Source: an optimization exercise on an open RTL-to-GDS flow (aim: small area and a short achievable clock period). Production flows keep margins and buffers that such runs may drop.
The RTL was checked by simulation tests, not by an equivalence proof against the original design.
Power figures rest on the tool's default switching activity, not on a simulated workload.

==> trial 51: inputs <==
## dds_block
module dds_block (
    input  logic                       clk,
    input  logic                       rst_n,
    input  logic                       psel,
    input  logic                       penable,
    input  logic                       pwrite,
    input  logic [31:0]                paddr,
    input  logic [31:0]                pwdata,
    input  logic signed [SAMPLE_W-1:0] ina_data,
    input  logic signed [SAMPLE_W-1:0] inb_data,
    output logic [31:0]                prdata,
    output logic signed [SAMPLE_W-1:0] dds_data_out
);
export LEC_CHECK = 0
export CAP_MARGIN = 20
export CORE_MARGIN = 2
export CORE_UTILIZATION = 45
export CTS_CLUSTER_DIAMETER = 100
export CTS_CLUSTER_SIZE = 24
export PLACE_DENSITY = 0.6
export SETUP_SLACK_MARGIN = 4.5
export SLEW_MARGIN = 20
create_clock -name core_clock -period 9.0 [get_ports {clk}]
run.sh (not shown) runs the stock make flow with config.mk's settings and CLKGATE_MAP_FILE= SYNTH_SCRIPT=/design/flow/synth_recipe.tcl, a recipe that flattens the netlist after the stock synthesis.
==> inputs of build 61, as changes to trial 51 <==
--- a/flow/design.v
+++ b/flow/design.v
@@ -218,16 +218,17 @@
         fm_hmin <= (fm_offset[31:15] == 17'h10000);
     end
     logic        fm_cin8;
     logic [17:0] fm_v;
     logic        fm_ovp, fm_ovn;
     logic [31:0] pa0, pa1, pa2, pa3, pa4;
     logic [31:0] ps1, pc1, ps2, pc2, ps3, pc3;
-    logic [31:0] ph_main, ph_ps, ph_psm1, ph_next;
+    logic [31:0] ph_main, ph_sv, ph_sat, ph_next;
     logic [31:0] phase;
+    logic [5:0]  ring_p, ring_n;
     logic [24:0] fm_sum;
     always_comb begin
         fm_sum  = fm_s + fm_c;
         fm_cin8 = fm_s[8] ^ fm_c[8] ^ fm_sum[8];
         fm_v    = {1'b0, fm_sum[24:8]};
         fm_ovp  = fm_hmax && (fm_v >= 18'd107520);
         fm_ovn  = fm_hmin && (fm_v < 18'd74752);
@@ -239,24 +240,30 @@
         ps1 = pa0 ^ pa1 ^ pa2;
         pc1 = ((pa0 & pa1) | (pa0 & pa2) | (pa1 & pa2)) << 1;
         ps2 = ps1 ^ pc1 ^ pa3;
         pc2 = ((ps1 & pc1) | (ps1 & pa3) | (pc1 & pa3)) << 1;
         ps3 = ps2 ^ pc2 ^ pa4;
         pc3 = (((ps2 & pc2) | (ps2 & pa4) | (pc2 & pa4)) << 1) | {31'b0, fm_cin8};
         ph_main = ps3 + pc3;
-        ph_ps   = phase + step;
-        ph_psm1 = (phase ^ step ^ 32'hFFFF_FFFF) +
-                  (((phase & step) | phase | step) << 1);
-        if (fm_ovp)      ph_next = ph_psm1 ^ 32'h8000_0000;
-        else if (fm_ovn) ph_next = ph_ps ^ 32'h8000_0000;
+        ph_sv   = fm_hmax ? 32'h7FFF_FFFF : 32'h8000_0000;
+        ph_sat  = (phase ^ step ^ ph_sv) +
+                  (((phase & step) | (phase & ph_sv) | (step & ph_sv)) << 1);
+        if (fm_ovp || fm_ovn) ph_next = ph_sat;
         else             ph_next = ph_main;
     end
     always_ff @(posedge clk) begin
-        if (!rst_n || !enable) phase <= '0;
-        else                   phase <= ph_next;
+        if (!rst_n || !enable) begin
+            phase  <= '0;
+            ring_p <= '0;
+            ring_n <= '1;
+        end else begin
+            phase  <= ph_next;
+            ring_p <= ph_next[29:24];
+            ring_n <= ~ph_next[29:24];
+        end
     end
     logic [2:0]   tick;
     logic [511:0] pos0, pos1, pos2, pos3;
     always_ff @(posedge clk) tick <= tick + 3'd1;
     logic        new_wr;
     logic [7:0]  wa0, wd0, wa1, wd1;
     logic        wv0, wf0, wv1;
@@ -330,18 +337,18 @@
     logic [7:0]  ra;
     logic [2:0]  rpos;
     logic [7:0]  rc0, rc1, rc2, rc3, rring;
     logic        hit0, hit1;
     logic signed [7:0] dds_sample;
     assign ra   = phase[31:24];
     assign rpos = {1'b0, ra[7:6]} + tick;
-    assign rc0  = mux64(pos0, ra[5:0]);
-    assign rc1  = mux64(pos1, ra[5:0]);
-    assign rc2  = mux64(pos2, ra[5:0]);
-    assign rc3  = mux64(pos3, ra[5:0]);
+    assign rc0  = mux64(pos0, ring_p);
+    assign rc1  = mux64(pos1, ring_p);
+    assign rc2  = mux64(pos2, ~ring_n);
+    assign rc3  = mux64(pos3, ~ring_n);
     always_comb begin
         case (rpos[1:0])
             2'd0: rring = rc0;
             2'd1: rring = rc1;
             2'd2: rring = rc2;
             default: rring = rc3;
         endcase
@@ -454,23 +461,32 @@
         mc3  = ((mc1 & ms2) | (mc1 & mc2) | (ms2 & mc2)) << 1;
     end
     logic [24:0] mod_s, mod_c;
     always_ff @(posedge clk) begin
         mod_s <= ms3;
         mod_c <= mc3;
     end
+    function automatic logic top_is(input logic [8:0] a, input logic [8:0] b,
+                                    input logic [8:0] k, input logic cin);
+        logic [8:0] need;
+        need   = {(a[7:0] & b[7:0]) | ((a[7:0] ^ b[7:0]) & ~k[7:0]), cin};
+        top_is = &(~(a ^ b ^ k ^ need));
+    endfunction
     logic [24:0] mod_sum;
+    logic [16:0] mod_lo;
     logic [16:0] mv;
     logic [7:0]  y8;
     logic        in_rng, sat_neg;
     always_comb begin
         mod_sum = mod_s + mod_c;
+        mod_lo  = {1'b0, mod_s[15:0]} + {1'b0, mod_c[15:0]};
         mv      = mod_sum[24:8];
         y8      = mv[7:0] ^ 8'h80;
-        in_rng  = (mv[16:8] == 9'h100);
+        in_rng  = mod_lo[16] ? top_is(mod_s[24:16], mod_c[24:16], 9'h100, 1'b1)
+                             : top_is(mod_s[24:16], mod_c[24:16], 9'h100, 1'b0);
         sat_neg = !mv[16];
         if (in_rng)       dds_data_out = y8;
         else if (sat_neg) dds_data_out = 8'h80;
         else              dds_data_out = 8'h7F;
     end
     logic signed [7:0] st_min, st_max;
     logic [31:0]       st_count;
- ABC_AREA: unset -> 1
- CORE_UTILIZATION: 45 -> 55
- PLACE_DENSITY: 0.6 -> 0.7
- SETUP_SLACK_MARGIN: 4.5 -> 4.4
==> inputs of trial 21, as changes to trial 51 <==
--- a/flow/design.v
+++ b/flow/design.v
@@ -454,23 +454,32 @@
         mc3  = ((mc1 & ms2) | (mc1 & mc2) | (ms2 & mc2)) << 1;
     end
     logic [24:0] mod_s, mod_c;
     always_ff @(posedge clk) begin
         mod_s <= ms3;
         mod_c <= mc3;
     end
+    function automatic logic top_is(input logic [8:0] a, input logic [8:0] b,
+                                    input logic [8:0] k, input logic cin);
+        logic [8:0] need;
+        need   = {(a[7:0] & b[7:0]) | ((a[7:0] ^ b[7:0]) & ~k[7:0]), cin};
+        top_is = &(~(a ^ b ^ k ^ need));
+    endfunction
     logic [24:0] mod_sum;
+    logic [16:0] mod_lo;
     logic [16:0] mv;
     logic [7:0]  y8;
     logic        in_rng, sat_neg;
     always_comb begin
         mod_sum = mod_s + mod_c;
+        mod_lo  = {1'b0, mod_s[15:0]} + {1'b0, mod_c[15:0]};
         mv      = mod_sum[24:8];
         y8      = mv[7:0] ^ 8'h80;
-        in_rng  = (mv[16:8] == 9'h100);
+        in_rng  = mod_lo[16] ? top_is(mod_s[24:16], mod_c[24:16], 9'h100, 1'b1)
+                             : top_is(mod_s[24:16], mod_c[24:16], 9'h100, 1'b0);
         sat_neg = !mv[16];
         if (in_rng)       dds_data_out = y8;
         else if (sat_neg) dds_data_out = 8'h80;
         else              dds_data_out = 8'h7F;
     end
     logic signed [7:0] st_min, st_max;
     logic [31:0]       st_count;
- CORE_UTILIZATION: 45 -> 55
- PLACE_DENSITY: 0.6 -> 0.7
- SETUP_SLACK_MARGIN: 4.5 -> 3.6
==> inputs of build 1, as changes to trial 51 <==
--- a/flow/design.v
+++ b/flow/design.v
@@ -391,43 +391,46 @@
         end else begin
             lfsr          <= {lfsr[6:0], lfsr[7] ^ lfsr[5] ^ lfsr[4] ^ lfsr[3]};
             stage1_sample <= out_src;
             stage1_noise  <= nprod[15:8];
         end
     end
     logic [17:0] am_g3;
-    logic [16:0] am_offs;         
     logic [4:0]  ad0, ad1, ad2;
     logic [25:0] ar0, ar1, ar2, ar3, as1, ac1, as2, ac2;
     always_comb begin
         am_g3 = {{2{am_gain[15]}}, am_gain} + {am_gain[15], am_gain, 1'b0};
-        am_offs = {am_offset[15], am_offset} + 17'd56320;
         ad0 = dig_sel(am_sel, b8_dig(am_raw, 0), b8_dig(ina_data, 0), b8_dig(inb_data, 0));
         ad1 = dig_sel(am_sel, b8_dig(am_raw, 1), b8_dig(ina_data, 1), b8_dig(inb_data, 1));
         ad2 = dig_sel(am_sel, b8_dig(am_raw, 2), b8_dig(ina_data, 2), b8_dig(inb_data, 2));
         ar0 = {7'b0, b8_urow(ad0, am_gain, am_g3)};
         ar1 = {4'b0, b8_urow(ad1, am_gain, am_g3), 2'b0, ad0[4]};
         ar2 = {1'b0, b8_urow(ad2, am_gain, am_g3), 2'b0, ad1[4], 3'b0};
-        ar3 = {1'b0, am_offs, 1'b0, ad2[4], 6'b0};
+        ar3 = {2'b0, ~am_offset[15], am_offset[14:0], 1'b0, ad2[4], 6'b0};
         as1 = ar0 ^ ar1 ^ ar2;
         ac1 = ((ar0 & ar1) | (ar0 & ar2) | (ar1 & ar2)) << 1;
         as2 = as1 ^ ac1 ^ ar3;
         ac2 = ((as1 & ac1) | (as1 & ar3) | (ac1 & ar3)) << 1;
     end
     logic [25:0] am_s, am_c;
     always_ff @(posedge clk) begin
         am_s <= as2;
         am_c <= ac2;
     end
-    logic [24:0] am_sum;
-    logic [16:0] am_x;
+    logic        am_cin8;
+    logic [8:0]  am_lo;
+    logic [16:0] am_ks, am_kc, am_x;
     logic [15:0] am_factor;
     always_comb begin
-        am_sum = am_s[24:0] + am_c[24:0];
-        am_x   = am_sum[24:8];
+        am_lo   = {1'b0, am_s[7:0]} + {1'b0, am_c[7:0]};
+        am_cin8 = am_lo[8];
+        am_ks   = am_s[24:8] ^ am_c[24:8] ^ 17'd23552;
+        am_kc   = (((am_s[24:8] & am_c[24:8]) | (am_s[24:8] & 17'd23552) |
+                    (am_c[24:8] & 17'd23552)) << 1) | {16'b0, am_cin8};
+        am_x    = am_ks + am_kc;
         if (am_x[16] == am_x[15]) am_factor = am_x[15:0];
         else if (am_x[16])        am_factor = 16'h8000;
         else                      am_factor = 16'h7FFF;
     end
     logic [17:0] mu0, mu1, mu2, mu3;
     logic [2:0]  md0, md1, md2, md3;
     logic [24:0] mr0, mr1, mr2, mr3, mr4;
- CTS_CLUSTER_DIAMETER: 100 -> unset
- CTS_CLUSTER_SIZE: 24 -> unset
==> results.txt <==
- Build 61 passed the timing, design-rule and antenna checks. Trial 21 completed without violations. Build 1 went through all stages and came out clean. Trial 51 completed without violations.
- Non-clock buffer count: trial 21 < build 61 < build 1 < trial 51.
- Final cell count, highest first: build 61, build 1, trial 51, trial 21.
- In trial 21 the clock power is smaller than in build 61, by about 7.5%.
- In build 61 the flip-flop and latch count is higher than in build 1, by 6.
- Cell area: build 1 > trial 51 > build 61 > trial 21.
- In trial 21 the clock skew is higher than in trial 51, by 35 ps.
- The highest synthesized cell count belongs to build 61, the lowest to trial 51.
- Setup slack, highest first: build 61, trial 21, build 1, trial 51.
- First-iteration DRC count: build 61 > trial 21 > trial 51 > build 1.
- Via count, lowest first: trial 21, trial 51, build 1, build 61.
- Of trial 21 and build 1, trial 21 has the higher utilization (gap 6.6 points).

static timing again, ports no longer ideal:
Ports are ideal in the flow. The routed layouts listed here were re-timed in OpenROAD. Step 1, drivers: a clkbuf_16 drives clk and a buf_2 each remaining input, both assumed. Step 2, shift: input delay + t, output delay - t, t = (earliest + latest rising clock arrival at the registers) / 2. This alone moves slack from input paths to output paths. Three values: ideal, step 1, step 2; two values: the first two.
run	shift t [ns]	setup WS [ns]	worst setup path after step 2	worst register clock-pin slew, ns	worst data-port slew with drivers (ns)
trial 51	0.941	3.397 / 3.297 / 3.734	input to register	0.12 / 0.12	0.09
build 61	0.956	4.136 / 4.136 / 3.543	input to register	0.11 / 0.11	0.18
trial 21	0.916	3.422 / 3.338 / 3.219	input to register	0.11 / 0.11	0.08
build 1	1.008	3.410 / 3.360 / 3.410	register to register	0.07 / 0.07	0.08
After both steps every run listed still meets setup and hold. The setup slack of build 61, which loses most, moves by 0.000 ns with the drivers and by -0.593 ns with both steps.
